What follows belongs to an exercise in optimizing a design on an open flow for small area; a production flow would make more cautious choices. Where RTL was checked, it was by simulation tests only, not by an equivalence proof against the original. Only the layout flow was run in runs 6 and 7; the RTL was not checked for function there. No activity file was given, so power comes from the tool's default toggle rates.

$ cat design/flow/design.v
module piece_move_ctl #(
   parameter bit CANCEL_ON_SRC = 1'b1
) (
   input  logic       clk,
   input  logic       rst_n,
   input  logic [5:0] mouse_position,
   input  logic       pick_piece,
   input  logic       place_piece,
   input  logic [5:0] draw_square,
   output logic [3:0] draw_piece,
   output logic       held_valid,
   output logic [3:0] held_piece,
   output logic       move_valid,
   output logic [5:0] move_src,
   output logic [5:0] move_dst,
   output logic [3:0] move_captured,
   input  logic       move_ready,
   input  logic       rx_move_valid,
   input  logic [5:0] rx_src,
   input  logic [5:0] rx_dst,
   output logic       rx_move_ready,
   output logic       turn
);
   localparam logic [2:0] S_IDLE   = 3'd0;
   localparam logic [2:0] S_PICK   = 3'd1;
   localparam logic [2:0] S_HOLD   = 3'd2;
   localparam logic [2:0] S_PLACE  = 3'd3;
   localparam logic [2:0] S_REPORT = 3'd4;
   logic [2:0] r_state;
   logic [2:0] w_state_nxt;
   logic [3:0] r_board [64];
   logic [5:0] r_src;
   logic [5:0] r_dst;
   logic [3:0] r_piece;
   logic [3:0] r_draw_piece;
   logic       r_turn;
   logic       w_idle, w_hold, w_place;
   logic       w_rx_fire;
   logic       w_we;
   logic [5:0] w_src_addr;
   logic [5:0] w_dst_addr;
   logic [5:0] w_rd_addr;
   logic [3:0] w_rd;
   logic       w_pick_fire;
   logic       w_cancel;
   logic       w_same_colour;
   logic       w_place_go;
   function automatic logic [3:0] start_code(input logic [5:0] sq);
      logic [2:0] back_type;
      case (sq[2:0])
         3'd0, 3'd7: back_type = 3'd4;
         3'd1, 3'd6: back_type = 3'd2;
         3'd2, 3'd5: back_type = 3'd3;
         3'd3:       back_type = 3'd5;
         default:    back_type = 3'd6;
      endcase
      case (sq[5:3])
         3'd0:    start_code = {1'b1, back_type};
         3'd1:    start_code = 4'h9;
         3'd6:    start_code = 4'h1;
         3'd7:    start_code = {1'b0, back_type};
         default: start_code = 4'h0;
      endcase
   endfunction
   assign w_idle    = (r_state == S_IDLE);
   assign w_hold    = (r_state == S_HOLD);
   assign w_place   = (r_state == S_PLACE);
   assign w_rx_fire = w_idle && rx_move_valid;
   assign w_we      = w_rx_fire || w_place;
   assign w_src_addr = w_idle ? rx_src : r_src;
   assign w_dst_addr = w_idle ? rx_dst : r_dst;
   assign w_rd_addr  = w_we ? w_src_addr : mouse_position;
   logic [63:0] w_rd_oh, w_dst_oh;
   always_comb begin
      w_rd = 4'h0;
      for (int i = 0; i < 64; i++) begin
         w_rd_oh[i]  = (w_rd_addr == 6'(i));
         w_dst_oh[i] = (w_dst_addr == 6'(i));
         w_rd = w_rd | (r_board[i] & {4{w_rd_oh[i]}});
      end
   end
   assign w_pick_fire   = w_idle && !rx_move_valid && pick_piece &&
                          (w_rd != 4'h0) && (w_rd[3] == r_turn);
   assign w_cancel      = CANCEL_ON_SRC && (mouse_position == r_src);
   assign w_same_colour = (w_rd != 4'h0) && (w_rd[3] == r_piece[3]);
   assign w_place_go    = w_hold && place_piece && !w_cancel && !w_same_colour;
   always_ff @(posedge clk or negedge rst_n) begin
      if (!rst_n)
         r_turn <= 1'b0;
      else if (w_we)
         r_turn <= ~r_turn;
   end
   always_ff @(posedge clk or negedge rst_n) begin
      if (!rst_n)
         r_state <= S_IDLE;
      else
         r_state <= w_state_nxt;
   end
   always_comb begin
      w_state_nxt = r_state;
      case (r_state)
         S_IDLE:   if (w_pick_fire) w_state_nxt = S_PICK;
         S_PICK:   w_state_nxt = S_HOLD;
         S_HOLD: begin
            if (place_piece) begin
               if (w_cancel)
                  w_state_nxt = S_IDLE;
               else if (!w_same_colour)
                  w_state_nxt = S_PLACE;
            end
         end
         S_PLACE:  w_state_nxt = S_REPORT;
         S_REPORT: if (move_ready) w_state_nxt = S_IDLE;
         default:  w_state_nxt = S_IDLE;
      endcase
   end
   always_ff @(posedge clk or negedge rst_n) begin
      if (!rst_n) begin
         for (int i = 0; i < 64; i++)
            r_board[i] <= start_code(6'(i));
      end else if (w_we) begin
         for (int i = 0; i < 64; i++) begin
            if (w_dst_oh[i])
               r_board[i] <= w_rd;
            else if (w_rd_oh[i])
               r_board[i] <= 4'h0;
         end
      end
   end
   always_ff @(posedge clk or negedge rst_n) begin
      if (!rst_n) begin
         r_src        <= 6'd0;
         r_dst        <= 6'd0;
         r_piece      <= 4'h0;
         r_draw_piece <= 4'h0;
      end else begin
         r_draw_piece <= r_board[draw_square];
         if (w_pick_fire)
            r_src <= mouse_position;
         if (w_place_go)
            r_dst <= mouse_position;
         if (w_pick_fire || w_place_go)
            r_piece <= w_rd;
      end
   end
   assign draw_piece    = r_draw_piece;
   assign held_valid    = w_hold;
   assign held_piece    = r_piece;
   assign move_valid    = (r_state == S_REPORT);
   assign move_src      = r_src;
   assign move_dst      = r_dst;
   assign move_captured = r_piece;
   assign rx_move_ready = w_idle;
   assign turn          = r_turn;
endmodule
$ cat design/flow/run.sh
#!/bin/bash
# synth_recipe.tcl (not shown) runs the flow's synth.tcl, then flattens the netlist and writes it again
# the make line also repeats each setting of config.mk as NAME=value (left out here)
make -C /OpenROAD-flow-scripts/flow DESIGN_CONFIG=/design/flow/config.mk WORK_HOME=/design/flow/orfs CLKGATE_MAP_FILE= SYNTH_SCRIPT=/design/flow/synth_recipe.tcl finish
$ cat design/flow/config.mk
export PLATFORM = sky130hd
export DESIGN_NAME = piece_move_ctl
export DESIGN_NICKNAME = piece_move_ctl
export VERILOG_FILES = /design/flow/design.v
export SDC_FILE = /design/flow/constraint.sdc
export NUM_CORES = 4
export LEC_CHECK = 0
export CAP_MARGIN = 20
export CORE_MARGIN = 2
export CORE_UTILIZATION = 60
export GPL_ROUTABILITY_DRIVEN = 0
export GPL_TIMING_DRIVEN = 0
export PLACE_DENSITY = 0.7
export SLEW_MARGIN = 20
$ cat design/flow/constraint.sdc
create_clock -name core_clock -period 7.0 [get_ports {clk}]
set_input_delay 1.4000 -clock core_clock [delete_from_list [all_inputs] [get_ports {clk}]]
set_output_delay 1.4000 -clock core_clock [all_outputs]
set_load 0.01 [all_outputs]
==> metrics.csv, run 1 <==
stage;metric;value;unit
floorplanning;# rows;58;
floorplanning;Die W;165;µm
global_route;vias in the first global route;18900;
logic_synthesis;synthesized flop and latch total;280;
floorplanning;Initial Utilization;61.5;%
logic_synthesis;predominant post-synthesis flop cell;dfrtp_1;
logic_synthesis;Post-synth EDFFs;0;
logic_synthesis;sequential cell area fraction in the yosys report;45.5;%
clock_tree;PostCTS Resize Cnt;0;
placement;Cell Count Post-Placement;2151;
status;tool error;[ERROR GRT-0116] Global routing finished with congestion. Check the congestion regions in the DRC Viewer.;
logic_synthesis;post-synth cell types;78;
placement;HPWL after DPL;59400;µm
clock_tree;clk buf depth;3;
logic_synthesis;Mapped Area;15600;µm²
clock_tree;clock sink count;280;
global_route;first-pass GRT wire length;134000;µm
clock_tree;Hold Buf Count CTS;0;
global_route;All-Layer GR Usage;70.1;%
clock_tree;Post-CTS Setup Bufs;0;
placement;Placed Area;16600;µm²
logic_synthesis;yosys synthesis warning count;2;
logic_synthesis;async set-reset flop share out of synthesis;100;%
global_route;overflow left after global routing;5;
logic_synthesis;synthesized instance count;1763;
clock_tree;clk root buf;clkbuf_16;
clock_tree;Num CTS Buffers;28;
global_route;pin count of the biggest net entering global routing;102;
clock_tree;H-tree levels;1;
placement;port bufs;53;
logic_synthesis;syn_area_per_cell;8.83;µm²
floorplanning;Die H;165;µm
logic_synthesis;Mapped Nets;1793;
status;outcome;did not finish;
status;Stopped at;global routing;
floorplanning;io pins;58;
-- per-layer routing --
metal  global-route usage [%]  GRT overflow
met1                     72.3             0
met2                     82.6             1
met3                     60.7             0
met4                     60.4             4
met5                     38.3             0
-- cell usage after synthesis (all sizes together), types with 16 or more instances --
| library cell | n | area share, % |
|---|---|---|
| nand4 | 35 | 1.4 |
| dfrtp | 224 | 36 |
| o22ai | 38 | 1.7 |
| a31oi | 27 | 1.2 |
| buf | 42 | 1.5 |
| a32oi | 18 | 1.0 |
| a222oi | 32 | 2.1 |
| nor3 | 20 | 0.64 |
| a21oi | 35 | 1.1 |
| nand2 | 241 | 5.8 |
| a22o | 18 | 1.0 |
| dfstp | 56 | 9.5 |
| nor2 | 65 | 1.6 |
| o21ai | 266 | 8.6 |
| clkbuf | 83 | 2.0 |
| a22oi | 111 | 5.4 |
| inv | 16 | 0.39 |
| nand3 | 245 | 7.9 |
| a221oi | 23 | 1.3 |
-- stage by stage --
step | setup WS (ps) | TNS (ps) | hold WS (ps) | util [%]
after floorplan | 2370 | 0 | 458 | -
after global placement | -6970 | -1744690 | 489 | 65.2
after detailed placement | 3.58 | 0 | 500 | 65.7
after CTS | 552 | 0 | 510 | 69.5
-- power by group through the flow --
stage / clock (mW) / sequential, mW / combinational, mW
2_1_floorplan: 0 / 1.72 / 0.645
4_1_cts: 1.57 / 1.69 / 1.23
3_3_place_gp: 0 / 1.71 / 1.21
3_5_place_dp: 0 / 1.72 / 1.23
-- worst max path at each step --
stage	end	start	slack, ps
detailed placement	r_board[26][3]$_DFFE_PN0P_	rx_move_valid	4
global placement	r_board[43][0]$_DFFE_PN0P_	rst_n	-6970
CTS	r_board[51][3]$_DFFE_PN0P_	rx_move_valid	550
floorplan	r_state[1]$_DFFE_PN0P_	rx_move_valid	2370
-- cell families after synthesis --
kind of cell / share of synthesized area, %
simple gates: 20.8
xor+xnor: 0.394
flops: 45.5
buf+inv: 4.00
compound gates: 26.7
mux: 2.68
==> run 2, diff against run 1 <==
--- a/design/flow/config.mk
+++ b/design/flow/config.mk
@@ -9,6 +9,4 @@
 export CORE_MARGIN = 2
-export CORE_UTILIZATION = 60
-export GPL_ROUTABILITY_DRIVEN = 0
-export GPL_TIMING_DRIVEN = 0
-export PLACE_DENSITY = 0.7
+export CORE_UTILIZATION = 20
+export PLACE_DENSITY = 0.35
 export SLEW_MARGIN = 20
==> metrics.csv, run 2 <==
stage;metric;value;unit
status;outcome;complete, no violations;
timing;Slew HR;18.8;%
power_and_ir_drop;Net Switching;1.89;mW
global_route;pin count of the biggest net entering global routing;128;
logic_synthesis;most frequent cells after synthesis;o21ai_0, nand3_1, nand2_1;
clock_tree;clock sink count;280;
clock_tree;Num CTS Buffers;36;
logic_synthesis;sequential cell area fraction in the yosys report;45.5;%
timing;Tcrit/Tclk final;90.3;%
clock_tree;H-tree levels;2;
floorplanning;die area;80100;µm²
placement;Cell Count Post-Placement;2818;
layout;biggest regs;r_board x256, r_dst x6, r_src x6;
power_and_ir_drop;P_int;3.25;mW
timing;Clock Skew;29.3;ps
timing;Fmax;158;MHz
logic_synthesis;Mapped Nets;1793;
run;Max-cap violations;0;
clock_tree;clk buf depth;3;
clock_tree;Hold Buf Count CTS;0;
worst_setup_path;CP Class;input pin to flip-flop;
layout;commonest cells after routing, fill and taps aside;o21ai_0, nand3_1, nand2_1;
worst_setup_path;crit path max fanout;30;
worst_setup_path;Reg2Reg Depth;15;
timing;setup total negative slack;0;ps
logic_synthesis;synth top area cells;dfrtp_1, dfstp_2, o21ai_0, nand3_1, nand2_1;
layout;Area Growth Syn to Fin;22.1;%
layout;fin nets;1846;
logic_synthesis;syn_area_per_cell;8.83;µm²
drt;remaining antenna violation count after routing;0;
timing;Worst Tran Pin Value;1210;ps
logic_synthesis;yosys synthesis warning count;2;
clock_tree;clk root buf;clkbuf_16;
floorplanning;Die W;283;µm
worst_setup_path;crit path DAT;6700;ps
layout;share of layout cells above drive strength 1;14.5;%
timing;fin crit period;6320;ps
worst_setup_path;Critical R2R Launch;r_state[1]$_DFFE_PN0P_;
layout;Multi-input gate area;8060;µm²
floorplanning;Die H;283;µm
worst_setup_path;worst setup path start;rx_move_valid;
logic_synthesis;post-synth cell types;78;
placement;port bufs;57;
drt;DRC;0;
placement;HPWL after DPL;74700;µm
floorplanning;Core ar.;77200;µm²
logic_synthesis;Mapped Area;15600;µm²
timing;final worst-path setup slack;680;ps
worst_setup_path;Critical Path RT;7380;ps
global_route;first-pass GRT wire length;137000;µm
timing;Fin Hold WS;513;ps
global_route;overflow left after global routing;0;
timing;endpoints failing hold;0;
worst_setup_path;crit path capture type;flip-flop;
drt;vias per cell;5.74;
layout;Sequential Area;7080;µm²
clock_tree;Post-CTS Setup Bufs;0;
drt;drt total wl;100000;µm
power_and_ir_drop;Peak VDD IR;0.150;mV
layout;Post-Layout Cell Count;2885;
global_route;initial antenna violation count;7;
logic_synthesis;async set-reset flop share out of synthesis;100;%
power_and_ir_drop;clock share of power;39.3;%
drt;drt initial violations;2559;
power_and_ir_drop;LEAKAGE;6.76;nW
floorplanning;Initial Utilization;20.2;%
drt;drt wl/cell;34.7;µm
power_and_ir_drop;switching share of power;36.8;%
layout;commonest non-fill, non-tap cell in the layout;o21ai_0;
power_and_ir_drop;Sequential Power Share;33.2;%
floorplanning;io pins;58;
timing;Slew Viols, Final;0;
layout;Biggest register;r_board;
layout;Fillers;8411;
logic_synthesis;Yosys top cell area share;36.0;%
drt;Vias;16600;
clock_tree;Clock transition at path regs;60;ps
min_path;Hold WC Path Type;flip-flop to flip-flop;
global_route;vias in the first global route;15700;
timing;unrepaired setup endpoints after global routing;false;
placement;Place WS;320;ps
placement;RePlAce Congestion;0.978;
clock_tree;CTS tree;yes;
worst_setup_path;Worst R2R End;r_piece[2]$_DFFE_PN0P_;
clock_tree;PostCTS Resize Cnt;0;
drt;Pre-antenna DRT Iters;8;
worst_setup_path;CP Capture Point;r_piece[2]$_DFFE_PN0P_;
logic_synthesis;leading area contributor after synthesis;dfrtp_1;
floorplanning;# rows;102;
logic_synthesis;top-count cell post-synth;o21ai_0;
global_route;All-Layer GR Usage;24.3;%
worst_setup_path;Startpoint Class;input pin;
timing;setup violators final;0;
power_and_ir_drop;Gate power share;27.5;%
logic_synthesis;predominant post-synthesis flop cell;dfrtp_1;
power_and_ir_drop;Total Power;5.14;mW
logic_synthesis;Post-synth EDFFs;0;
layout;max reg flops;256;
clock_tree;clock latency on the worst-skew pair;570;ps
worst_setup_path;R2R setup slack;1060;ps
power_and_ir_drop;Pwr Density;271;nW/µm²
logic_synthesis;synthesized instance count;1763;
logic_synthesis;synthesized flop and latch total;280;
[run 2: worst max-delay path, stage by stage]
cell	delay [ps]
clkdlybuf4s50_1	460
nor4b_2	230
nor2_4	790
o22ai_4	480
buf_4	350
a222oi_1	520
nor2_1	80
a221oi_1	570
nand4_1	340
nor3_2	310
buf_4	260
o21ai_0	150
a31oi_4	400
nor2_4	160
mux2i_1	150
[run 2: power by group through the flow]
stage	clock network [mW]	registers, mW	logic, mW
floorplan	0	1.72	0.645
global placement	0	1.73	1.38
detailed placement	0	1.73	1.37
CTS	2.07	1.71	1.38
global route	2.14	1.71	1.45
finish	2.02	1.70	1.42
[run 2: area by class of cell]
| class | count | share of cell area (%) |
|---|---|---|
| tap | 1040 | 6.85 |
| sequential | 280 | 37.2 |
| timing repair buffer | 140 | 6.45 |
| multi-input combinational | 1341 | 42.4 |
| clock buffer | 44 | 5.27 |
| antenna | 3 | 0.0395 |
| inverter | 17 | 0.362 |
| clock inverter | 20 | 1.39 |
[run 2: worst min path at each step]
| stage | to | from | cells after the start |
|---|---|---|---|
| finish | r_board[4][3]$_DFFE_PN1P_ | r_board[4][3]$_DFFE_PN1P_ | 2 |
| global route | r_board[58][0]$_DFFE_PN1P_ | r_board[58][0]$_DFFE_PN1P_ | 2 |
| CTS | r_board[4][3]$_DFFE_PN1P_ | r_board[4][3]$_DFFE_PN1P_ | 2 |
| detailed placement | r_board[4][3]$_DFFE_PN1P_ | r_board[4][3]$_DFFE_PN1P_ | 2 |
| global placement | r_board[5][1]$_DFFE_PN1P_ | r_board[5][1]$_DFFE_PN1P_ | 2 |
| floorplan | r_board[11][3]$_DFFE_PN1P_ | r_board[11][3]$_DFFE_PN1P_ | 2 |
[run 2: per-stage QoR]
step	cell area, µm²	utilization (%)
after floorplan	15600	-
after global placement	17700	22.9
after detailed placement	17700	22.9
after CTS	19000	24.6
after global routing	19000	24.6
final	19000	24.6
[run 2: per-layer routing]
layer,up-vias,GRT usage (%),share of wire (%)
met1,8500,33.1,43
li1,6858,-,-
met5,-,0.952,0.13
met3,232,6.43,9.4
met2,976,35.9,42
met4,6,10.4,5.0
[run 2: cell families (layout without fill, tap and decap cells)]
kind of cell | Yosys count | in the layout | synth area share [%]
AO/OA/AOI/OAI | 626 | 626 | 26.7
XOR/XNOR | 7 | 7 | 0.394
buffers and inverters | 142 | 221 | 4.00
flip-flops | 280 | 280 | 45.5
multiplexers | 29 | 29 | 2.68
other | 0 | 3 | 0
AND/OR/NAND/NOR | 679 | 679 | 20.8
==> run 3, diff against run 2 <==
--- a/design/flow/design.v
+++ b/design/flow/design.v
@@ -33,3 +33,3 @@
    logic [5:0] r_dst;
-   logic [3:0] r_piece;
+   logic [2:0] r_piece;
    logic [3:0] r_draw_piece;
@@ -45,3 +45,3 @@
    logic       w_cancel;
-   logic       w_same_colour;
+   logic       w_own;
    logic       w_place_go;
@@ -81,7 +81,6 @@
    end
-   assign w_pick_fire   = w_idle && !rx_move_valid && pick_piece &&
-                          (w_rd != 4'h0) && (w_rd[3] == r_turn);
+   assign w_own         = (w_rd != 4'h0) && (w_rd[3] == r_turn);
+   assign w_pick_fire   = w_idle && !rx_move_valid && pick_piece && w_own;
    assign w_cancel      = CANCEL_ON_SRC && (mouse_position == r_src);
-   assign w_same_colour = (w_rd != 4'h0) && (w_rd[3] == r_piece[3]);
-   assign w_place_go    = w_hold && place_piece && !w_cancel && !w_same_colour;
+   assign w_place_go    = w_hold && place_piece && !w_cancel && !w_own;
    always_ff @(posedge clk or negedge rst_n) begin
@@ -107,3 +106,3 @@
                   w_state_nxt = S_IDLE;
-               else if (!w_same_colour)
+               else if (!w_own)
                   w_state_nxt = S_PLACE;
@@ -133,3 +132,3 @@
          r_dst        <= 6'd0;
-         r_piece      <= 4'h0;
+         r_piece      <= 3'h0;
          r_draw_piece <= 4'h0;
@@ -137,8 +136,8 @@
          r_draw_piece <= r_board[draw_square];
-         if (w_pick_fire)
+         if (w_idle)
             r_src <= mouse_position;
-         if (w_place_go)
+         if (w_hold)
             r_dst <= mouse_position;
          if (w_pick_fire || w_place_go)
-            r_piece <= w_rd;
+            r_piece <= w_rd[2:0];
       end
@@ -147,3 +146,3 @@
    assign held_valid    = w_hold;
-   assign held_piece    = r_piece;
+   assign held_piece    = {r_turn && (r_piece != 3'd0), r_piece};
    assign move_valid    = (r_state == S_REPORT);
@@ -151,3 +150,3 @@
    assign move_dst      = r_dst;
-   assign move_captured = r_piece;
+   assign move_captured = {r_turn && (r_piece != 3'd0), r_piece};
    assign rx_move_ready = w_idle;
==> design/flow/flow/run.sh (new file) <==
#!/bin/bash
# Own flow: the standard layout, with the standard synthesis script changed
# only in the ABC mapping script (an area-oriented mapping, flow/area.abc).
# Registers are mapped before ABC runs, so they keep the standard synthesis's
# names and cell types.
set -euo pipefail
W=$PWD
sed "s#@ABC_SCRIPT@#$W/flow/area.abc#" flow/synth.tcl > $W/own_synth.tcl
sed "s#SYNTH_SCRIPT=[^ ]*#SYNTH_SCRIPT=$W/own_synth.tcl#" standard.sh > $W/own_standard.sh
bash $W/own_standard.sh synth > $W/synth.log 2>&1
bash $W/own_standard.sh > $W/layout.log 2>&1
==> design/flow/flow/area.abc (new file) <==
strash
dc2
dch -f
&get -n
&nf -R 1000
&put
==> design/flow/flow/synth.tcl (new file) <==
proc synth {args} { yosys synth -nofsm -noshare {*}$args }
proc abc {args} {
  set i [lsearch -exact $args -script]
  if {$i >= 0} { lset args [expr {$i + 1}] {@ABC_SCRIPT@} }
  yosys abc {*}$args
}
source $::env(SCRIPTS_DIR)/synth.tcl
# left out here: clear keep_hierarchy, flatten, clean up, hide names made inside functions, write 1_2_yosys.v
==> design/flow/standard.sh (new file) <==
#!/bin/bash
# synth_recipe.tcl (not shown) runs the flow's synth.tcl, then flattens the netlist and writes it again
# the make line also repeats each setting of config.mk as NAME=value (left out here)
make -C /OpenROAD-flow-scripts/flow DESIGN_CONFIG=/design/flow/config.mk WORK_HOME=/design/flow/orfs CLKGATE_MAP_FILE= SYNTH_SCRIPT=/design/flow/synth_recipe.tcl "${@:-finish}"
--- a/design/flow/config.mk
+++ b/design/flow/config.mk
@@ -9,4 +9,7 @@
 export CORE_MARGIN = 2
-export CORE_UTILIZATION = 20
-export PLACE_DENSITY = 0.35
+export CORE_UTILIZATION = 40
+export CTS_BUF_LIST = sky130_fd_sc_hd__clkbuf_4
+export GPL_TIMING_DRIVEN = 0
+export PLACE_DENSITY = 0.5
+export SETUP_SLACK_MARGIN = 0.2
 export SLEW_MARGIN = 20
removed: design/flow/run.sh
==> metrics.csv, run 3 <==
stage;metric;value;unit
clock_tree;Hold Buf Count CTS;0;
floorplanning;io pins;58;
timing;Slew Viols, Final;0;
global_route;first-pass GRT wire length;117000;µm
run;Max-cap violations;0;
logic_synthesis;top-count cell post-synth;a22o_1;
timing;Fmax;150;MHz
layout;commonest non-fill, non-tap cell in the layout;a22o_1;
logic_synthesis;sequential cell area fraction in the yosys report;50.7;%
clock_tree;clk buf depth;3;
timing;setup violators final;0;
worst_setup_path;most frequent CP cell;nand2_1;
clock_tree;CTS tree;yes;
clock_tree;clock sink count;279;
global_route;overflow left after global routing;0;
drt;drt initial violations;2568;
layout;fin nets;1489;
timing;fin crit period;6660;ps
clock_tree;clock latency on the worst-skew pair;840;ps
worst_setup_path;Critical Path RT;7660;ps
floorplanning;Initial Utilization;40.5;%
timing;unrepaired setup endpoints after global routing;false;
logic_synthesis;synth top area cells;dfrtp_1, a22o_1, dfstp_2, a22oi_1, nor2_1;
power_and_ir_drop;LEAKAGE;6.75;nW
floorplanning;Die W;191;µm
worst_setup_path;Startpoint Class;input pin;
placement;Cell Count Post-Placement;1831;
logic_synthesis;most frequent cells after synthesis;a22o_1, dfrtp_1, nor2_1;
power_and_ir_drop;Peak VDD IR;0.308;mV
placement;HPWL after DPL;64700;µm
min_path;Hold WC Path Type;flip-flop to flip-flop;
layout;Area Growth Syn to Fin;18.6;%
clock_tree;Num CTS Buffers;79;
placement;RePlAce Congestion;1.10;
drt;drt total wl;85700;µm
layout;Multi-input gate area;6910;µm²
logic_synthesis;Mapped Area;13900;µm²
worst_setup_path;crit path capture type;flip-flop;
timing;Tcrit/Tclk final;95.2;%
floorplanning;Die H;191;µm
global_route;pin count of the biggest net entering global routing;96;
clock_tree;H-tree levels;3;
logic_synthesis;post-synth cell types;35;
logic_synthesis;async set-reset flop share out of synthesis;100;%
worst_setup_path;ordered cell list for the critical path;clkdlybuf4s50_1 > a21oi_4 > nand2_1 > o21a_1 > nand2_1 > nor2_1 > a221oi_2 > nand4_1 > or4_4 > buf_16 > a21oi_1 > nor2_1 > a41oi_1 > clkinv_1 > nand2_1 > nand2_1;
logic_synthesis;Yosys top cell area share;40.1;%
global_route;GR met1 Demand/Resource;61.6;%
worst_setup_path;Crit path buffers/inverters;3;
floorplanning;# rows;68;
layout;Post-Layout Cell Count;1984;
logic_synthesis;Mapped Nets;1340;
logic_synthesis;synthesized instance count;1310;
timing;Worst Tran Pin Value;1250;ps
timing;setup total negative slack;0;ps
drt;Vias;15100;
timing;Slew HR;16.2;%
drt;drt wl/cell;43.2;µm
global_route;vias in the first global route;14300;
clock_tree;Clock transition at path regs;60;ps
layout;Fillers;3207;
placement;Place WS;-690;ps
layout;biggest regs;r_board x256, r_dst x6, r_src x6;
status;outcome;complete, no violations;
logic_synthesis;predominant post-synthesis flop cell;dfrtp_1;
drt;remaining antenna violation count after routing;0;
floorplanning;die area;36300;µm²
logic_synthesis;synthesized flop and latch total;279;
clock_tree;clk root buf;clkbuf_4;
drt;Pre-antenna DRT Iters;7;
logic_synthesis;syn_area_per_cell;10.6;µm²
worst_setup_path;CP delay by family, top;simple AND/OR/NAND/NOR gates;
logic_synthesis;leading area contributor after synthesis;dfrtp_1;
layout;max reg flops;256;
timing;Clock Skew;70.5;ps
global_route;GRT Max-Usage Layer;met2;
floorplanning;Core ar.;34400;µm²
layout;share of layout cells above drive strength 1;14.9;%
worst_setup_path;crit path max fanout;43;
worst_setup_path;crit path DAT;7320;ps
worst_setup_path;CP max-delay cell;or4_4;
layout;Final Util;48.0;%
timing;endpoints failing hold;0;
global_route;GRT met2 Usage;64.3;%
layout;Biggest register;r_board;
layout;commonest cells after routing, fill and taps aside;a22o_1, dfrtp_1, nor2_1;
drt;vias per cell;7.63;
worst_setup_path;CP Class;input pin to flip-flop;
layout;Sequential Area;7050;µm²
timing;final worst-path setup slack;338;ps
global_route;All-Layer GR Usage;47.4;%
drt;DRC;0;
global_route;initial antenna violation count;7;
logic_synthesis;Post-synth EDFFs;0;
placement;port bufs;57;
worst_setup_path;Largest stage delay, worst path;870;ps
global_route;met3 Use GR;18.5;%
logic_synthesis;yosys synthesis warning count;2;
power_and_ir_drop;Pwr Density;273;nW/µm²
## run 3: kinds of logic (layout without fill, tap and decap cells)
logic type	after synthesis	after routing	synth area share (%)
muxes	22	22	1.67
other	0	5	0
and+or+nand+nor	396	396	12.7
DFF	279	279	50.7
buffers and inverters	11	225	0.405
xor gates and xnor gates	2	2	0.126
AOI/OAI and AO/OA	600	600	34.4
## run 3: per-stage QoR
step / cell area, µm² / hold slack [ps] / total power [mW]
3_5_place_dp: 15300 / 505 / 2.79
6_report: 16500 / 512 / 4.51
5_1_grt: 16500 / 541 / 4.64
3_3_place_gp: 15100 / 493 / 2.75
4_1_cts: 16400 / 520 / 4.45
2_1_floorplan: 13900 / 486 / 2.24
## run 3: final cells by class
type                    count  area share, %
repair buffers             68           4.84
diodes                      5         0.0758
multi-input cells        1020           41.9
well taps                 455           3.45
inverters                   7          0.159
flip-flops and latches    279           42.7
clock buffers             122           5.55
clock inverters            24           1.15
plain buffers               4          0.182
## run 3: report_power, final
group	internal [mW]	total, mW	switching [mW]
Sequential	1.66	1.71	0.0506
Combinational	0.288	1.12	0.836
Clock	0.911	1.68	0.769
## run 3: final timing paths
path                                         from                    endpoint  slack (ps)  depth (start not counted)
max                                 rx_move_valid      r_piece[2]$_DFFE_PN0P_         340                         16
min                          r_dst[4]$_DFFE_PN0P_        r_dst[4]$_DFFE_PN0P_         510                          1
max reg2reg                r_state[0]$_DFFE_PN0P_      r_piece[2]$_DFFE_PN0P_         740                         16
min reg2reg                  r_dst[4]$_DFFE_PN0P_        r_dst[4]$_DFFE_PN0P_         510                          1
max in group asynchronous                   rst_n   r_board[7][2]$_DFFE_PN1P_        4980                          3
min in group asynchronous                   rst_n  r_board[46][3]$_DFFE_PN0P_         600                          1
## run 3: timing repair
item	in CTS	in global routing
endpoints found under the setup margin	3	5
pin swaps	0	1
setup buffers	0	2
gates resized for setup	1	6
## run 3: worst reg2reg max path: cells and delay by family, from the launching register on
family	cells	cell delay (ps)
buf+inv	2	510
simple gates	9	3150
compound gates	5	1960
flops	1	460
## run 3: routing by layer
metal	vias to the layer above	share of wire [%]
met5	-	0.046
met4	6	8.7
met3	393	14
met2	1493	39
met1	7487	38
li1	5755	-
==> run 4, diff against run 3 <==
==> design/flow/flow/run.sh (replaced) <==
#!/bin/bash
# Own flow: the standard layout (standard.sh) with these changes:
#  * synthesis: the standard synthesis script, with only the ABC mapping
#    script replaced by an area-oriented one (flow/area.abc). Registers are
#    mapped before ABC runs, so they keep the standard synthesis's names and
#    cell types;
#  * port buffers: every input and output port still gets a buffer, of the
#    smallest buffer cell;
#  * clock tree: no dummy loads, clkbuf_8 buffers, small sink clusters;
#  * after global routing, gates off the critical paths are sized down
#    (ORFS power recovery on all paths).
# Each tool's output goes to its own log in this folder (and ORFS's logs).
set -euo pipefail
W=$PWD
sed "s#@ABC_SCRIPT@#$W/flow/area.abc#" flow/synth.tcl > $W/own_synth.tcl
sed "s#SYNTH_SCRIPT=[^ ]*#SYNTH_SCRIPT=$W/own_synth.tcl#" standard.sh > $W/own_standard.sh
export BUFFER_PORTS_ARGS="-buffer_cell sky130_fd_sc_hd__buf_1"
export RECOVER_POWER=100
export CTS_ARGS="-sink_clustering_enable -repair_clock_nets -dont_use_dummy_load -buf_list sky130_fd_sc_hd__clkbuf_8 -sink_clustering_size 10 -sink_clustering_max_diameter 100"
bash $W/own_standard.sh synth > $W/synth.log 2>&1
bash $W/own_standard.sh floorplan > $W/floorplan.log 2>&1
bash $W/own_standard.sh place > $W/place.log 2>&1
bash $W/own_standard.sh cts > $W/cts.log 2>&1
bash $W/own_standard.sh route > $W/route.log 2>&1
bash $W/own_standard.sh finish > $W/finish.log 2>&1
==> metrics.csv, run 4 <==
stage;metric;value;unit
status;outcome;failed layout checks;
status;Blocking Checks;capacitance limit, slew limit;
worst_setup_path;R2R setup slack;370;ps
logic_synthesis;predominant post-synthesis flop cell;dfrtp_1;
run;Max-cap violations;5;
layout;max reg flops;256;
power_and_ir_drop;Total Power;3.75;mW
clock_tree;clk root buf;clkbuf_8;
placement;Placed Area;15200;µm²
timing;endpoints failing hold;0;
timing;Tcrit/Tclk final;94.7;%
power_and_ir_drop;clock share of power;26.7;%
global_route;initial antenna violation count;3;
global_route;overflow left after global routing;0;
layout;Biggest register;r_board;
layout;Final Util;44.7;%
clock_tree;clock sink count;279;
floorplanning;Core ar.;34400;µm²
logic_synthesis;sequential cell area fraction in the yosys report;50.7;%
worst_setup_path;Reg2Reg Depth;19;
placement;Place WS;-145;ps
layout;share of layout cells above drive strength 1;7.91;%
timing;Clock Skew;102;ps
timing;final worst-path setup slack;374;ps
power_and_ir_drop;LEAKAGE;6.12;nW
floorplanning;die area;36300;µm²
layout;Fillers;3343;
layout;Multi-input gate area;6880;µm²
logic_synthesis;async set-reset flop share out of synthesis;100;%
min_path;Hold Path End;r_dst[4]$_DFFE_PN0P_;
logic_synthesis;leading area contributor after synthesis;dfrtp_1;
clock_tree;clock latency on the worst-skew pair;700;ps
logic_synthesis;Post-synth EDFFs;0;
drt;remaining antenna violation count after routing;0;
timing;Slew HR;-24.2;%
worst_setup_path;Critical Path RT;7570;ps
layout;Area Growth Syn to Fin;10.4;%
timing;setup violators final;0;
drt;drt wl/cell;46.6;µm
power_and_ir_drop;Pwr Density;244;nW/µm²
clock_tree;H-tree levels;1;
timing;fin crit period;6630;ps
timing;Slew Viols, Final;162;
logic_synthesis;synthesized flop and latch total;279;
drt;Pre-antenna DRT Iters;8;
worst_setup_path;Critical R2R Launch;r_state[1]$_DFFE_PN0P_;
clock_tree;CTS tree;yes;
global_route;pin count of the biggest net entering global routing;42;
worst_setup_path;Startpoint Class;flip-flop;
global_route;vias in the first global route;13900;
power_and_ir_drop;switching share of power;39.5;%
drt;Vias;15000;
logic_synthesis;most frequent cells after synthesis;a22o_1, dfrtp_1, nor2_1;
power_and_ir_drop;Net Switching;1.48;mW
placement;Cell Count Post-Placement;1840;
floorplanning;Initial Utilization;40.5;%
clock_tree;clk buf depth;3;
logic_synthesis;Mapped Area;13900;µm²
layout;commonest non-fill, non-tap cell in the layout;a22o_1;
logic_synthesis;post-synth cell types;35;
layout;fin area;15400;µm²
layout;Sequential Area;7050;µm²
power_and_ir_drop;P_int;2.27;mW
timing;unrepaired setup endpoints after global routing;false;
min_path;hold depth;1;
logic_synthesis;yosys synthesis warning count;2;
timing;Worst Tran Pin Value;1860;ps
placement;port bufs;57;
min_path;hold path start;r_dst[4]$_DFFE_PN0P_;
layout;fin nets;1448;
clock_tree;Clock transition at path regs;80;ps
global_route;All-Layer GR Usage;47.9;%
drt;vias per cell;8.02;
logic_synthesis;syn_area_per_cell;10.6;µm²
timing;Fmax;151;MHz
layout;Post-Layout Cell Count;1872;
worst_setup_path;crit path capture type;flip-flop;
logic_synthesis;top-count cell post-synth;a22o_1;
drt;drt total wl;87300;µm
min_path;Hold WC Path Type;flip-flop to flip-flop;
drt;DRC;0;
logic_synthesis;Mapped Nets;1340;
power_and_ir_drop;Gate power share;27.8;%
worst_setup_path;Worst R2R End;r_piece[1]$_DFFE_PN0P_;
placement;RePlAce Congestion;1.13;
global_route;first-pass GRT wire length;118000;µm
clock_tree;Num CTS Buffers;31;
floorplanning;io pins;58;
floorplanning;Die H;191;µm
logic_synthesis;synthesized instance count;1310;
layout;commonest cells after routing, fill and taps aside;a22o_1, dfrtp_1, nor2_1;
drt;drt initial violations;2728;
worst_setup_path;CP Class;flip-flop to flip-flop;
logic_synthesis;Yosys top cell area share;40.1;%
floorplanning;Die W;191;µm
floorplanning;# rows;68;
placement;HPWL after DPL;66800;µm
power_and_ir_drop;Sequential Power Share;45.4;%
layout;biggest regs;r_board x256, r_dst x6, r_src x6;
logic_synthesis;synth top area cells;dfrtp_1, a22o_1, dfstp_2, a22oi_1, nor2_1;
power_and_ir_drop;Peak VDD IR;0.321;mV
worst_setup_path;crit path DAT;7200;ps
worst_setup_path;crit path max fanout;34;
[run 4: cell types whose count changed in the layout (fill, tap and decap cells not counted), sizes merged]
cell           change
buf               +46
bufinv             -3
clkbuf            -74
clkdlybuf4s50     -56
clkinv            -17
clkinvlp           -1
diode              -4
inv                -3
[run 4: worst max-delay path: stages (launching register included)]
cell and delay (ps):
dfrtp_1 450, nor3_4 600, buf_16 230, mux2i_1 260
o21ai_0 140, nand2_1 590, nor2_1 270, a22o_1 370
a221oi_1 850, nand4_1 200, or4_4 830, buf_12 300
nor3_1 170, nor3_1 70, a21oi_1 270, nor2_1 100
a41oi_1 350, clkinv_1 250, nand2_1 110, nand2_1 60
[run 4: final cells by class]
cell class / instances / area share, %
multi-input combinational: 1020 / 44.8
tap: 455 / 3.71
inverter: 7 / 0.171
clock buffer: 31 / 2.78
timing repair buffer: 75 / 2.48
sequential: 279 / 45.9
buffer: 4 / 0.195
antenna: 1 / 0.0163
[run 4: repair_timing]
action	4_1_cts	5_1_grt
buffers inserted	0	0
hold buffers	0	0
gates resized for setup	0	1
setup endpoints to repair	0	3
[run 4: metrics by stage]
stage | hold slack [ps] | setup TNS (ps)
2_1_floorplan | 486 | 0
3_3_place_gp | 492 | -2572950
3_5_place_dp | 506 | -454
4_1_cts | 523 | 0
5_1_grt | 549 | 0
6_report | 518 | 0
[run 4: cells by family after synthesis]
logic type      share of synthesized area [%]
buf+inv                                 0.405
simple gates                             12.7
flops                                    50.7
mux                                      1.67
compound gates                           34.4
xor+xnor                                0.126
[run 4: how the worst max path moves through the flow]
stage	start	end	slack [ps]	cells past startpoint
final	r_state[1]$_DFFE_PN0P_	r_piece[1]$_DFFE_PN0P_	370	19
after global routing	rst_n	r_board[25][3]$_DFFE_PN0P_	140	5
after CTS	rx_move_valid	r_piece[0]$_DFFE_PN0P_	580	18
after detailed placement	rx_move_valid	r_piece[1]$_DFFE_PN0P_	-140	18
after global placement	rst_n	r_board[27][1]$_DFFE_PN0P_	-8940	1
after floorplan	r_state[1]$_DFFE_PN0P_	r_piece[2]$_DFFE_PN0P_	720	18
[run 4: metal layers]
metal	wire (µm)	vias up	track usage (%)	part of all wire [%]
met5	63	-	0.824	0.072
met4	8340	6	32.9	9.6
met3	12800	407	18.2	15
met2	33900	1488	65.9	39
met1	32200	7531	61.9	37
li1	-	5589	-	-
[run 4: power groups by stage]
stage | sequential [mW] | clock (mW) | combinational (mW)
6_report | 1.70 | 1.00 | 1.04
5_1_grt | 1.71 | 1.05 | 1.07
4_1_cts | 1.70 | 1.00 | 1.00
3_5_place_dp | 1.73 | 0 | 0.998
3_3_place_gp | 1.73 | 0 | 0.928
2_1_floorplan | 1.74 | 0 | 0.499
==> run 5, diff against run 4 <==
--- a/design/flow/flow/run.sh
+++ b/design/flow/flow/run.sh
@@ -1,3 +1,3 @@
 #!/bin/bash
-# Own flow: the standard layout (standard.sh) with these changes:
+# Own flow: the standard layout (standard.sh) with three changes:
 #  * synthesis: the standard synthesis script, with only the ABC mapping
@@ -8,5 +8,3 @@
 #    smallest buffer cell;
-#  * clock tree: no dummy loads, clkbuf_8 buffers, small sink clusters;
-#  * after global routing, gates off the critical paths are sized down
-#    (ORFS power recovery on all paths).
+#  * clock tree: no dummy loads, clkbuf_8 buffers, small sink clusters.
 # Each tool's output goes to its own log in this folder (and ORFS's logs).
@@ -17,3 +15,2 @@
 export BUFFER_PORTS_ARGS="-buffer_cell sky130_fd_sc_hd__buf_1"
-export RECOVER_POWER=100
 export CTS_ARGS="-sink_clustering_enable -repair_clock_nets -dont_use_dummy_load -buf_list sky130_fd_sc_hd__clkbuf_8 -sink_clustering_size 10 -sink_clustering_max_diameter 100"
==> metrics.csv, run 5 <==
stage;metric;value;unit
worst_setup_path;crit path capture type;flip-flop;
clock_tree;Clock transition at path regs;80;ps
power_and_ir_drop;LEAKAGE;6.23;nW
layout;fin nets;1448;
floorplanning;Die H;191;µm
power_and_ir_drop;switching share of power;39.3;%
power_and_ir_drop;Total Power;3.76;mW
logic_synthesis;Yosys top cell area share;40.1;%
floorplanning;Core ar.;34400;µm²
drt;drt total wl;86900;µm
drt;DRC;0;
layout;Area Growth Syn to Fin;12.1;%
logic_synthesis;most frequent cells after synthesis;a22o_1, dfrtp_1, nor2_1;
timing;endpoints failing hold;0;
logic_synthesis;top-count cell post-synth;a22o_1;
clock_tree;clock sink count;279;
clock_tree;CTS tree;yes;
power_and_ir_drop;Sequential Power Share;45.3;%
timing;Tcrit/Tclk final;94.7;%
logic_synthesis;syn_area_per_cell;10.6;µm²
drt;drt initial violations;2798;
layout;Inserted Diodes;0;
logic_synthesis;async set-reset flop share out of synthesis;100;%
logic_synthesis;Mapped Area;13900;µm²
timing;Clock Skew;94.9;ps
floorplanning;io pins;58;
status;outcome;complete, no violations;
global_route;All-Layer GR Usage;47.9;%
logic_synthesis;synth top area cells;dfrtp_1, a22o_1, dfstp_2, a22oi_1, nor2_1;
placement;RePlAce Congestion;1.13;
global_route;initial antenna violation count;3;
logic_synthesis;Mapped Nets;1340;
floorplanning;# rows;68;
clock_tree;clk buf depth;3;
clock_tree;clock latency on the worst-skew pair;700;ps
worst_setup_path;crit path max fanout;34;
placement;port bufs;57;
logic_synthesis;synthesized instance count;1310;
min_path;hold depth;1;
layout;max reg flops;256;
clock_tree;clk root buf;clkbuf_8;
drt;Pre-antenna DRT Iters;7;
drt;vias per cell;8.03;
power_and_ir_drop;Pwr Density;241;nW/µm²
floorplanning;die area;36300;µm²
worst_setup_path;Startpoint Class;flip-flop;
global_route;pin count of the biggest net entering global routing;42;
layout;Sequential Area;7050;µm²
layout;commonest non-fill, non-tap cell in the layout;a22o_1;
logic_synthesis;post-synth cell types;35;
logic_synthesis;sequential cell area fraction in the yosys report;50.7;%
worst_setup_path;crit path DAT;7200;ps
layout;Final Util;45.4;%
power_and_ir_drop;Gate power share;28.1;%
global_route;first-pass GRT wire length;118000;µm
floorplanning;Die W;191;µm
layout;biggest regs;r_board x256, r_dst x6, r_src x6;
timing;unrepaired setup endpoints after global routing;false;
drt;remaining antenna violation count after routing;0;
timing;Worst Tran Pin Value;1220;ps
logic_synthesis;Post-synth EDFFs;0;
global_route;vias in the first global route;13900;
drt;Vias;15000;
power_and_ir_drop;Net Switching;1.48;mW
worst_setup_path;Critical Path RT;7570;ps
layout;share of layout cells above drive strength 1;8.69;%
power_and_ir_drop;clock share of power;26.6;%
placement;HPWL after DPL;66800;µm
logic_synthesis;yosys synthesis warning count;2;
timing;setup violators final;0;
logic_synthesis;synthesized flop and latch total;279;
min_path;Hold WC Path Type;flip-flop to flip-flop;
power_and_ir_drop;P_int;2.28;mW
timing;Slew Viols, Final;0;
layout;Fillers;3308;
run;Max-cap violations;0;
logic_synthesis;predominant post-synthesis flop cell;dfrtp_1;
layout;Multi-input gate area;6880;µm²
power_and_ir_drop;Peak VDD IR;0.321;mV
clock_tree;H-tree levels;1;
timing;Fmax;151;MHz
worst_setup_path;CP Class;flip-flop to flip-flop;
worst_setup_path;Reg2Reg Depth;19;
logic_synthesis;leading area contributor after synthesis;dfrtp_1;
clock_tree;Post-CTS Setup Bufs;0;
drt;drt wl/cell;46.4;µm
timing;Slew HR;18.3;%
floorplanning;Initial Utilization;40.5;%
global_route;overflow left after global routing;0;
layout;Biggest register;r_board;
clock_tree;Hold Buf Count CTS;0;
timing;fin crit period;6630;ps
layout;commonest cells after routing, fill and taps aside;a22o_1, dfrtp_1, nor2_1;
clock_tree;Num CTS Buffers;31;
-- run 5: cell counts after synthesis --
No cell type changed its count.
-- run 5: final timing paths --
path / from / end / slack, ps
max in group asynchronous: rst_n / r_board[8][3]$_DFFE_PN1P_ / 5010
max: r_state[1]$_DFFE_PN0P_ / r_piece[1]$_DFFE_PN0P_ / 370
min: r_dst[4]$_DFFE_PN0P_ / r_dst[4]$_DFFE_PN0P_ / 520
min reg2reg: r_dst[4]$_DFFE_PN0P_ / r_dst[4]$_DFFE_PN0P_ / 520
max reg2reg: r_state[1]$_DFFE_PN0P_ / r_piece[1]$_DFFE_PN0P_ / 370
min in group asynchronous: rst_n / r_board[38][1]$_DFFE_PN0P_ / 750
-- run 5: cells by family (layout without fill, tap and decap cells) --
kind of cell	count (synthesis)	after routing	synth area share (%)
AOI/OAI and AO/OA	600	600	34.4
DFF	279	279	50.7
buffers and inverters	11	117	0.405
xor gates and xnor gates	2	2	0.126
muxes	22	22	1.67
and+or+nand+nor	396	396	12.7
-- run 5: routing by layer --
| layer | part of all wire (%) | up-vias | track usage [%] |
|---|---|---|---|
| li1 | - | 5572 | - |
| met1 | 37 | 7611 | 61.9 |
| met2 | 39 | 1442 | 65.9 |
| met3 | 14 | 393 | 18.2 |
| met4 | 9.4 | 8 | 32.9 |
| met5 | 0.090 | - | 0.824 |
-- run 5: per-stage QoR --
step           instance area, µm²  setup WS [ps]  hold slack, ps  TNS (ps)  instances
2_1_floorplan               13900            721             486         0       1310
5_1_grt                     15600            237             549         0       1871
3_5_place_dp                15200           -145             506      -454       1840
6_report                    15600            371             520         0       1871
4_1_cts                     15600            578             523         0       1871
3_3_place_gp                14700          -8940             492  -2572950       1822
-- run 5: timing repair --
| action | 4_1_cts | 5_1_grt |
|---|---|---|
| resized for setup | 0 | 1 |
| endpoints found under the setup margin | 0 | 3 |
| endpoints found under the hold margin | 0 | 0 |
-- run 5: area by class of cell --
cell class,count,share of cell area (%)
repair buffers,75,3.91
multi-input cells,1020,44.1
plain buffers,4,0.193
inverters,7,0.168
clock buffers,31,2.74
well taps,455,3.65
flip-flops and latches,279,45.2
-- run 5: worst max-delay path, cell delays in order (launching register included) --
cell	delay, ps
dfrtp_1	450
nor3_4	600
buf_16	230
mux2i_1	260
o21ai_0	140
nand2_1	590
nor2_1	270
a22o_1	360
a221oi_1	850
nand4_1	200
or4_4	840
buf_12	300
nor3_1	170
nor3_1	70
a21oi_1	270
nor2_1	100
a41oi_1	350
clkinv_1	250
nand2_1	110
nand2_1	60
-- run 5: power by group through the flow --
| stage | clock network [mW] | registers, mW | logic, mW |
|---|---|---|---|
| after detailed placement | 0 | 1.73 | 0.998 |
| after global routing | 1.05 | 1.71 | 1.08 |
| after floorplan | 0 | 1.74 | 0.499 |
| final | 0.999 | 1.70 | 1.06 |
| after global placement | 0 | 1.73 | 0.928 |
| after CTS | 1.00 | 1.70 | 1.00 |
==> run 6, diff against run 5 <==
--- a/design/flow/design.v
+++ b/design/flow/design.v
@@ -72,9 +72,30 @@
    assign w_rd_addr  = w_we ? w_src_addr : mouse_position;
-   logic [63:0] w_rd_oh, w_dst_oh;
+   logic [7:0] w_rd_row, w_rd_col, w_dst_row, w_dst_col, w_dr_row, w_dr_col;
+   logic [3:0] w_rd_v [8];
+   logic [3:0] w_dr_v [8];
+   logic [3:0] w_draw_rd;
+   for (genvar k = 0; k < 8; k++) begin : g_dec
+      assign w_rd_row[k]  = (w_rd_addr[5:3] == 3'(k));
+      assign w_rd_col[k]  = (w_rd_addr[2:0] == 3'(k));
+      assign w_dst_row[k] = (w_dst_addr[5:3] == 3'(k));
+      assign w_dst_col[k] = (w_dst_addr[2:0] == 3'(k));
+      assign w_dr_row[k]  = (draw_square[5:3] == 3'(k));
+      assign w_dr_col[k]  = (draw_square[2:0] == 3'(k));
+   end
+   logic [63:0] w_rd_oh;
+   for (genvar i = 0; i < 64; i++) begin : g_oh
+      assign w_rd_oh[i] = w_rd_row[i/8] && w_rd_col[i%8];
+   end
    always_comb begin
-      w_rd = 4'h0;
-      for (int i = 0; i < 64; i++) begin
-         w_rd_oh[i]  = (w_rd_addr == 6'(i));
-         w_dst_oh[i] = (w_dst_addr == 6'(i));
-         w_rd = w_rd | (r_board[i] & {4{w_rd_oh[i]}});
+      w_rd      = 4'h0;
+      w_draw_rd = 4'h0;
+      for (int r = 0; r < 8; r++) begin
+         w_rd_v[r] = 4'h0;
+         w_dr_v[r] = 4'h0;
+         for (int c = 0; c < 8; c++) begin
+            w_rd_v[r] = w_rd_v[r] | (r_board[r*8+c] & {4{w_rd_oh[r*8+c]}});
+            w_dr_v[r] = w_dr_v[r] | (r_board[r*8+c] & {4{w_dr_col[c]}});
+         end
+         w_rd      = w_rd      | w_rd_v[r];
+         w_draw_rd = w_draw_rd | (w_dr_v[r] & {4{w_dr_row[r]}});
       end
@@ -121,3 +142,3 @@
          for (int i = 0; i < 64; i++) begin
-            if (w_dst_oh[i])
+            if (w_dst_row[i/8] && w_dst_col[i%8])
                r_board[i] <= w_rd;
@@ -129,16 +150,14 @@
    always_ff @(posedge clk or negedge rst_n) begin
-      if (!rst_n) begin
-         r_src        <= 6'd0;
-         r_dst        <= 6'd0;
-         r_piece      <= 3'h0;
+      if (!rst_n)
          r_draw_piece <= 4'h0;
-      end else begin
-         r_draw_piece <= r_board[draw_square];
-         if (w_idle)
-            r_src <= mouse_position;
-         if (w_hold)
-            r_dst <= mouse_position;
-         if (w_pick_fire || w_place_go)
-            r_piece <= w_rd[2:0];
-      end
+      else
+         r_draw_piece <= w_draw_rd;
+   end
+   always_ff @(posedge clk) begin
+      if (w_idle)
+         r_src <= mouse_position;
+      if (w_hold)
+         r_dst <= mouse_position;
+      if (w_pick_fire || w_place_go)
+         r_piece <= w_rd[2:0];
    end
--- a/design/flow/flow/run.sh
+++ b/design/flow/flow/run.sh
@@ -1,3 +1,3 @@
 #!/bin/bash
-# Own flow: the standard layout (standard.sh) with three changes:
+# Own flow: the standard layout (standard.sh) with these changes:
 #  * synthesis: the standard synthesis script, with only the ABC mapping
--- a/design/flow/config.mk
+++ b/design/flow/config.mk
@@ -10,3 +10,2 @@
 export CORE_UTILIZATION = 40
-export CTS_BUF_LIST = sky130_fd_sc_hd__clkbuf_4
 export GPL_TIMING_DRIVEN = 0
==> metrics.csv, run 6 <==
stage;metric;value;unit
global_route;initial antenna violation count;1;
timing;Fin Hold WS;541;ps
timing;unrepaired setup endpoints after global routing;false;
layout;Multi-input gate area;6500;µm²
logic_synthesis;synth top area cells;dfrtp_1, a22o_1, dfstp_2, a22oi_1, nor2_1;
clock_tree;H-tree levels;1;
min_path;Hold WC Path Type;flip-flop to flip-flop;
power_and_ir_drop;Total Power;3.66;mW
layout;commonest non-fill, non-tap cell in the layout;a22o_1;
placement;port bufs;57;
clock_tree;clock sink count;279;
placement;HPWL after DPL;48800;µm
clock_tree;clk buf depth;3;
power_and_ir_drop;Net Switching;1.40;mW
layout;Sequential Area;7130;µm²
global_route;overflow left after global routing;0;
power_and_ir_drop;P_int;2.26;mW
status;outcome;complete, no violations;
floorplanning;# rows;67;
logic_synthesis;synthesized instance count;1217;
clock_tree;Post-CTS Setup Bufs;0;
drt;vias per cell;7.47;
logic_synthesis;yosys synthesis warning count;4;
placement;Placed Area;15000;µm²
timing;endpoints failing hold;0;
timing;fin crit period;6460;ps
worst_setup_path;Startpoint Class;flip-flop;
min_path;hold path start;r_board[45][1]$_DFFE_PN0P_;
logic_synthesis;Post-synth EDFFs;15;
clock_tree;Clock transition at path regs;80;ps
worst_setup_path;Critical Path RT;7530;ps
worst_setup_path;Critical R2R Launch;r_state[2]$_DFFE_PN0P_;
power_and_ir_drop;Pwr Density;238;nW/µm²
min_path;hold depth;1;
global_route;vias in the first global route;12700;
logic_synthesis;Mapped Nets;1247;
power_and_ir_drop;clock share of power;27.0;%
drt;Vias;13400;
power_and_ir_drop;switching share of power;38.2;%
timing;setup violators final;0;
worst_setup_path;worst setup path start;r_state[2]$_DFFE_PN0P_;
worst_setup_path;Largest stage delay, worst path;740;ps
floorplanning;Die H;188;µm
worst_setup_path;CP max-delay cell;or4_4;
logic_synthesis;most frequent cells after synthesis;a22o_1, dfrtp_1, a22oi_1;
layout;fin area;15400;µm²
power_and_ir_drop;Sequential Power Share;46.4;%
logic_synthesis;leading area contributor after synthesis;dfrtp_1;
logic_synthesis;async set-reset flop share out of synthesis;94.6;%
drt;drt initial violations;1965;
floorplanning;io pins;58;
clock_tree;PostCTS Resize Cnt;0;
logic_synthesis;predominant post-synthesis flop cell;dfrtp_1;
run;Max-cap violations;0;
floorplanning;Core ar.;33500;µm²
drt;Pre-antenna DRT Iters;6;
power_and_ir_drop;Peak VDD IR;0.228;mV
clock_tree;Num CTS Buffers;31;
layout;Fillers;3195;
logic_synthesis;synthesized flop and latch total;279;
drt;remaining antenna violation count after routing;0;
timing;Worst Tran Pin Value;1130;ps
layout;max reg flops;256;
worst_setup_path;crit path max fanout;45;
floorplanning;Die W;188;µm
worst_setup_path;crit path capture type;flip-flop;
logic_synthesis;syn_area_per_cell;11.2;µm²
clock_tree;Hold Buf Count CTS;0;
placement;RePlAce Congestion;1.04;
timing;Fmax;155;MHz
drt;drt wl/cell;37.9;µm
layout;Post-Layout Cell Count;1786;
power_and_ir_drop;LEAKAGE;6.02;nW
worst_setup_path;Reg2Reg Depth;19;
floorplanning;die area;35500;µm²
clock_tree;clk root buf;clkbuf_8;
timing;Slew Viols, Final;0;
placement;Cell Count Post-Placement;1754;
logic_synthesis;Mapped Area;13600;µm²
clock_tree;clock latency on the worst-skew pair;660;ps
timing;Tcrit/Tclk final;92.4;%
layout;biggest regs;r_board x256, r_dst x6, r_src x6;
worst_setup_path;CP Class;flip-flop to flip-flop;
worst_setup_path;crit path DAT;6990;ps
logic_synthesis;sequential cell area fraction in the yosys report;52.4;%
drt;drt total wl;67600;µm
drt;DRC;0;
global_route;pin count of the biggest net entering global routing;46;
timing;Clock Skew;20.5;ps
global_route;All-Layer GR Usage;37.9;%
layout;commonest cells after routing, fill and taps aside;a22o_1, dfrtp_1, a22oi_1;
layout;Area Growth Syn to Fin;13.3;%
layout;share of layout cells above drive strength 1;10.5;%
clock_tree;CTS tree;yes;
floorplanning;Initial Utilization;40.5;%
global_route;first-pass GRT wire length;96900;µm
timing;Slew HR;24.7;%
layout;Final Util;45.9;%
worst_setup_path;ordered cell list for the critical path;nor3_4 > a21o_4 > buf_16 > nand2_1 > o21ai_0 > nor2_1 > nand2_1 > nor2_1 > a22o_1 > a221oi_1 > nand4_1 > or4_4 > buf_12 > nor3_1 > nor3_1 > a21oi_1 > o21ai_0 > o2111ai_1 > mux2_1;
layout;fin nets;1369;
logic_synthesis;Yosys top cell area share;38.3;%
layout;Biggest register;r_board;
power_and_ir_drop;Gate power share;26.6;%
logic_synthesis;post-synth cell types;38;
logic_synthesis;top-count cell post-synth;a22o_1;
-- run 6: cell count changes after synthesis, moves of 9 or more --
cell,delta
nand2_1,-26
a22oi_1,+17
nor2_1,-60
dfrtp_1,-15
a31oi_1,+20
edfxtp_1,+15
nand4_1,-16
nor4_1,-9
-- run 6: final timing paths --
kind	end	slack (ps)
hold / removal	r_board[45][1]$_DFFE_PN0P_	540
max in group asynchronous	r_board[6][3]$_DFFE_PN1P_	5000
setup reg to reg	r_state[1]$_DFFE_PN0P_	540
setup / recovery	r_state[1]$_DFFE_PN0P_	540
hold reg to reg	r_board[45][1]$_DFFE_PN0P_	540
min in group asynchronous	r_board[9][2]$_DFFE_PN0P_	810
-- run 6: cells by family (layout without fill, tap and decap cells) --
family          Yosys count  after routing  share of synthesized area, %
mux                      15             15                          1.13
xor+xnor                  1              1                        0.0644
compound gates          633            633                          36.7
simple gates            278            278                          9.25
buf+inv                  11            131                         0.414
flops                   279            279                          52.4
other cells               0              1                             0
-- run 6: power groups by stage --
stage          Clock (mW)  Combinational [mW]  Sequential [mW]
6_report            0.988               0.973             1.70
4_1_cts              1.00               0.936             1.70
5_1_grt              1.06                1.01             1.70
3_3_place_gp            0               0.880             1.73
3_5_place_dp            0               0.934             1.73
2_1_floorplan           0               0.460             1.73
-- run 6: through the flow --
stage / setup TNS [ps] / setup slack (ps)
finish: 0 / 535
CTS: 0 / 735
global route: 0 / 324
global placement: -2598890 / -9000
detailed placement: 0 / 234
floorplan: 0 / 633
-- run 6: worst max-delay path, delay by kind of cell (launching register included) --
family          cells  cell delay (ps)
simple gates        9             2690
flops               1              450
compound gates      7             2180
buf+inv             2              610
mux                 1              340
-- run 6: layout make-up --
type / instances / share of cell area [%]
antenna: 1 / 0.0163
buffer: 4 / 0.195
clock buffer: 31 / 2.77
inverter: 7 / 0.171
multi-input combinational: 927 / 42.2
sequential: 279 / 46.3
tap: 448 / 3.64
timing repair buffer: 89 / 4.73
-- run 6: per-layer routing --
| metal | GRT usage, % | share of wire [%] | routed length (µm) | vias to the layer above |
|---|---|---|---|---|
| li1 | - | - | - | 5326 |
| met1 | 52.9 | 41 | 27800 | 6804 |
| met3 | 10.5 | 11 | 7630 | 224 |
| met2 | 54.3 | 42 | 28200 | 996 |
| met5 | 0 | 0 | 0 | - |
| met4 | 18.4 | 5.9 | 4000 | 0 |
==> run 7, diff against run 6 <==
--- a/design/flow/design.v
+++ b/design/flow/design.v
@@ -30,3 +30,4 @@
    logic [2:0] w_state_nxt;
-   logic [3:0] r_board [64];
+   logic [3:0] r_x [64];
+   logic       r_valid;
    logic [5:0] r_src;
@@ -43,2 +44,3 @@
    logic [3:0] w_rd;
+   logic [3:0] w_draw_rd;
    logic       w_pick_fire;
@@ -72,6 +74,9 @@
    assign w_rd_addr  = w_we ? w_src_addr : mouse_position;
-   logic [7:0] w_rd_row, w_rd_col, w_dst_row, w_dst_col, w_dr_row, w_dr_col;
-   logic [3:0] w_rd_v [8];
-   logic [3:0] w_dr_v [8];
-   logic [3:0] w_draw_rd;
+   logic [7:0]  w_rd_row, w_rd_col, w_dst_row, w_dst_col;
+   logic [63:0] w_rd_oh;
+   logic [63:0] w_dst_oh;
+   logic [3:0]  w_dr_hi;
+   logic [15:0] w_dr_lo;
+   logic [3:0]  w_dr_v [4];
+   logic [3:0]  w_rd_x, w_draw_x;
    for (genvar k = 0; k < 8; k++) begin : g_dec
@@ -81,23 +86,27 @@
       assign w_dst_col[k] = (w_dst_addr[2:0] == 3'(k));
-      assign w_dr_row[k]  = (draw_square[5:3] == 3'(k));
-      assign w_dr_col[k]  = (draw_square[2:0] == 3'(k));
    end
-   logic [63:0] w_rd_oh;
    for (genvar i = 0; i < 64; i++) begin : g_oh
-      assign w_rd_oh[i] = w_rd_row[i/8] && w_rd_col[i%8];
+      assign w_rd_oh[i]  = w_rd_row[i/8] && w_rd_col[i%8];
+      assign w_dst_oh[i] = w_dst_row[i/8] && w_dst_col[i%8];
+   end
+   for (genvar k = 0; k < 4; k++) begin : g_dr_hi
+      assign w_dr_hi[k] = (draw_square[5:4] == 2'(k));
+   end
+   for (genvar k = 0; k < 16; k++) begin : g_dr_lo
+      assign w_dr_lo[k] = (draw_square[3:0] == 4'(k));
    end
    always_comb begin
-      w_rd      = 4'h0;
-      w_draw_rd = 4'h0;
-      for (int r = 0; r < 8; r++) begin
-         w_rd_v[r] = 4'h0;
-         w_dr_v[r] = 4'h0;
-         for (int c = 0; c < 8; c++) begin
-            w_rd_v[r] = w_rd_v[r] | (r_board[r*8+c] & {4{w_rd_oh[r*8+c]}});
-            w_dr_v[r] = w_dr_v[r] | (r_board[r*8+c] & {4{w_dr_col[c]}});
-         end
-         w_rd      = w_rd      | w_rd_v[r];
-         w_draw_rd = w_draw_rd | (w_dr_v[r] & {4{w_dr_row[r]}});
+      w_rd_x = 4'h0;
+      for (int i = 0; i < 64; i++)
+         w_rd_x = w_rd_x | (r_x[i] & {4{w_rd_oh[i]}});
+      w_draw_x = 4'h0;
+      for (int g = 0; g < 4; g++) begin
+         w_dr_v[g] = 4'h0;
+         for (int k = 0; k < 16; k++)
+            w_dr_v[g] = w_dr_v[g] | (r_x[g*16+k] & {4{w_dr_lo[k]}});
+         w_draw_x = w_draw_x | (w_dr_v[g] & {4{w_dr_hi[g]}});
       end
    end
+   assign w_rd      = ({4{r_valid}} & w_rd_x) ^ start_code(w_rd_addr);
+   assign w_draw_rd = ({4{r_valid}} & w_draw_x) ^ start_code(draw_square);
    assign w_own         = (w_rd != 4'h0) && (w_rd[3] == r_turn);
@@ -137,13 +146,18 @@
    always_ff @(posedge clk or negedge rst_n) begin
-      if (!rst_n) begin
-         for (int i = 0; i < 64; i++)
-            r_board[i] <= start_code(6'(i));
-      end else if (w_we) begin
-         for (int i = 0; i < 64; i++) begin
-            if (w_dst_row[i/8] && w_dst_col[i%8])
-               r_board[i] <= w_rd;
-            else if (w_rd_oh[i])
-               r_board[i] <= 4'h0;
-         end
-      end
+      if (!rst_n)
+         r_valid <= 1'b0;
+      else
+         r_valid <= 1'b1;
+   end
+   logic [63:0] w_set, w_clr, w_keep;
+   for (genvar i = 0; i < 64; i++) begin : g_we
+      assign w_set[i]  = w_we && w_dst_oh[i];
+      assign w_clr[i]  = w_we && w_rd_oh[i] && !w_set[i];
+      assign w_keep[i] = !w_set[i] && !(w_we && w_rd_oh[i]) && r_valid;
+   end
+   always_ff @(posedge clk) begin
+      for (int i = 0; i < 64; i++)
+         r_x[i] <= ({4{w_set[i]}} & (w_rd ^ start_code(6'(i)))) |
+                   ({4{w_clr[i]}} & start_code(6'(i))) |
+                   ({4{w_keep[i]}} & r_x[i]);
    end
==> metrics.csv, run 7 <==
stage;metric;value;unit
status;outcome;complete, no violations;
placement;port bufs;57;
logic_synthesis;Post-synth EDFFs;15;
power_and_ir_drop;Total Power;5.29;mW
power_and_ir_drop;Gate power share;46.3;%
clock_tree;CTS tree;yes;
timing;Slew Viols, Final;0;
floorplanning;Die H;185;µm
timing;Tcrit/Tclk final;94.2;%
logic_synthesis;Mapped Area;13100;µm²
power_and_ir_drop;P_int;2.85;mW
drt;vias per cell;7.45;
layout;fin nets;1534;
logic_synthesis;yosys synthesis warning count;3;
global_route;GRT Max-Usage Layer;met2;
layout;Multi-input gate area;7530;µm²
logic_synthesis;predominant post-synthesis flop cell;dfxtp_1;
power_and_ir_drop;switching share of power;46.2;%
placement;HPWL after DPL;52700;µm
drt;drt total wl;71800;µm
floorplanning;die area;34300;µm²
placement;Placed Area;14700;µm²
worst_setup_path;Startpoint Class;input pin;
logic_synthesis;Mapped Nets;1404;
clock_tree;clock sink count;280;
timing;setup violators final;0;
worst_setup_path;Worst R2R End;r_state[1]$_DFFE_PN0P_;
global_route;GR met1 Demand/Resource;55.1;%
power_and_ir_drop;clock share of power;18.2;%
timing;endpoints failing hold;0;
clock_tree;Hold Buf Count CTS;0;
drt;Pre-antenna DRT Iters;7;
min_path;hold depth;1;
min_path;Hold Path End;r_x[18][2]$_DFF_P_;
worst_setup_path;Largest stage delay, worst path;840;ps
layout;biggest regs;r_x x256, r_dst x6, r_src x6;
clock_tree;clock latency on the worst-skew pair;630;ps
drt;Vias;14400;
worst_setup_path;crit path capture type;flip-flop;
global_route;vias in the first global route;13200;
timing;setup total negative slack;0;ps
worst_setup_path;CP delay by family, top;simple AND/OR/NAND/NOR gates;
worst_setup_path;most frequent CP cell;a21oi_1;
worst_setup_path;R2R setup slack;480;ps
layout;fin area;15200;µm²
floorplanning;io pins;58;
worst_setup_path;Critical Path RT;7510;ps
clock_tree;Clock transition at path regs;80;ps
layout;commonest cells after routing, fill and taps aside;dfxtp_1, a22o_1, a22oi_1;
layout;Area Growth Syn to Fin;16.0;%
floorplanning;Core ar.;32500;µm²
timing;fin crit period;6590;ps
layout;Fillers;3218;
clock_tree;clk root buf;clkbuf_8;
logic_synthesis;async set-reset flop share out of synthesis;3.21;%
logic_synthesis;Yosys top cell area share;39.0;%
worst_setup_path;Critical R2R Launch;r_state[0]$_DFFE_PN0P_;
worst_setup_path;CP max-delay cell;nor2_1;
worst_setup_path;Reg2Reg Depth;22;
logic_synthesis;syn_area_per_cell;9.62;µm²
global_route;overflow left after global routing;0;
min_path;hold path start;r_x[18][2]$_DFF_P_;
drt;drt initial violations;2382;
power_and_ir_drop;Sequential Power Share;35.4;%
layout;commonest non-fill, non-tap cell in the layout;dfxtp_1;
drt;remaining antenna violation count after routing;0;
logic_synthesis;most frequent cells after synthesis;dfxtp_1, a22o_1, a22oi_1;
logic_synthesis;synthesized flop and latch total;280;
layout;Biggest register;r_x;
run;Max-cap violations;0;
logic_synthesis;synthesized instance count;1366;
-- run 7: changes by cell type in the layout (fill, tap and decap cells not counted), moves of 36 or more --
cell      previous run  this run
dfstp_2             56         0
dfxtp_1              0       256
dfrtp_1            208         8
nor2_1             143        68
nand2_1             37        98
a32o_1               0        44
a211oi_1             0        36
a22o_1             309       201
o211ai_1             0        36
-- run 7: per-stage QoR --
stage	util, %	std cells	worst slack, ps
after CTS	46.6	1931	377
after global routing	47.0	1936	201
after detailed placement	45.2	1900	-946
after floorplan	-	1366	510
final	47.0	1937	406
after global placement	43.1	1865	-3470
-- run 7: cells by family after synthesis --
group | Yosys count | synth area share (%)
AO/OA/AOI/OAI | 650 | 38.9
AND/OR/NAND/NOR | 385 | 14.0
flip-flops | 280 | 44.1
buffers and inverters | 21 | 0.714
multiplexers | 11 | 0.847
XOR/XNOR | 10 | 0.666
adder cells (fa/ha/maj) | 8 | 0.761
other | 1 | 0.0285
-- run 7: power by group through the flow --
stage	logic [mW]	clock network (mW)	registers [mW]
global route	2.54	1.03	1.88
global placement	1.84	0	1.90
detailed placement	2.32	0	1.90
CTS	2.33	0.982	1.87
finish	2.45	0.964	1.88
floorplan	1.03	0	1.86
-- run 7: area by class of cell --
cell class                      instances  share of cell area, %
Multi-Input combinational cell       1066                   49.4
Sequential cell                       280                   38.1
Timing Repair Buffer                   96                   5.45
Tap cell                              442                   3.63
Clock buffer                           31                   2.80
Inverter                               17                  0.435
Buffer                                  4                  0.197
Antenna cell                            1                 0.0164
-- run 7: worst max path at each step --
stage,startpoint,endpoint,cells past startpoint
floorplan,rx_move_valid,r_piece[0]$_DFFE_PP_,16
global placement,rx_move_valid,r_state[1]$_DFFE_PN0P_,18
detailed placement,r_state[0]$_DFFE_PN0P_,r_state[1]$_DFFE_PN0P_,21
CTS,r_state[1]$_DFFE_PN0P_,r_state[1]$_DFFE_PN0P_,21
global route,r_state[2]$_DFFE_PN0P_,r_state[1]$_DFFE_PN0P_,22
finish,rx_move_valid,r_state[1]$_DFFE_PN0P_,21
-- run 7: repair_timing --
item	CTS	global route
cloned	0	1
endpoints found under the setup margin	44	5
setup buffers	0	4
pin swaps	0	3
gates resized for setup	8	26
hold endpoints to repair	0	0
-- run 7: per-layer routing --
layer | vias up | part of all wire, %
met5 | - | 0
met4 | 0 | 7.1
met3 | 308 | 13
met2 | 1147 | 41
met1 | 7027 | 40
li1 | 5942 | -
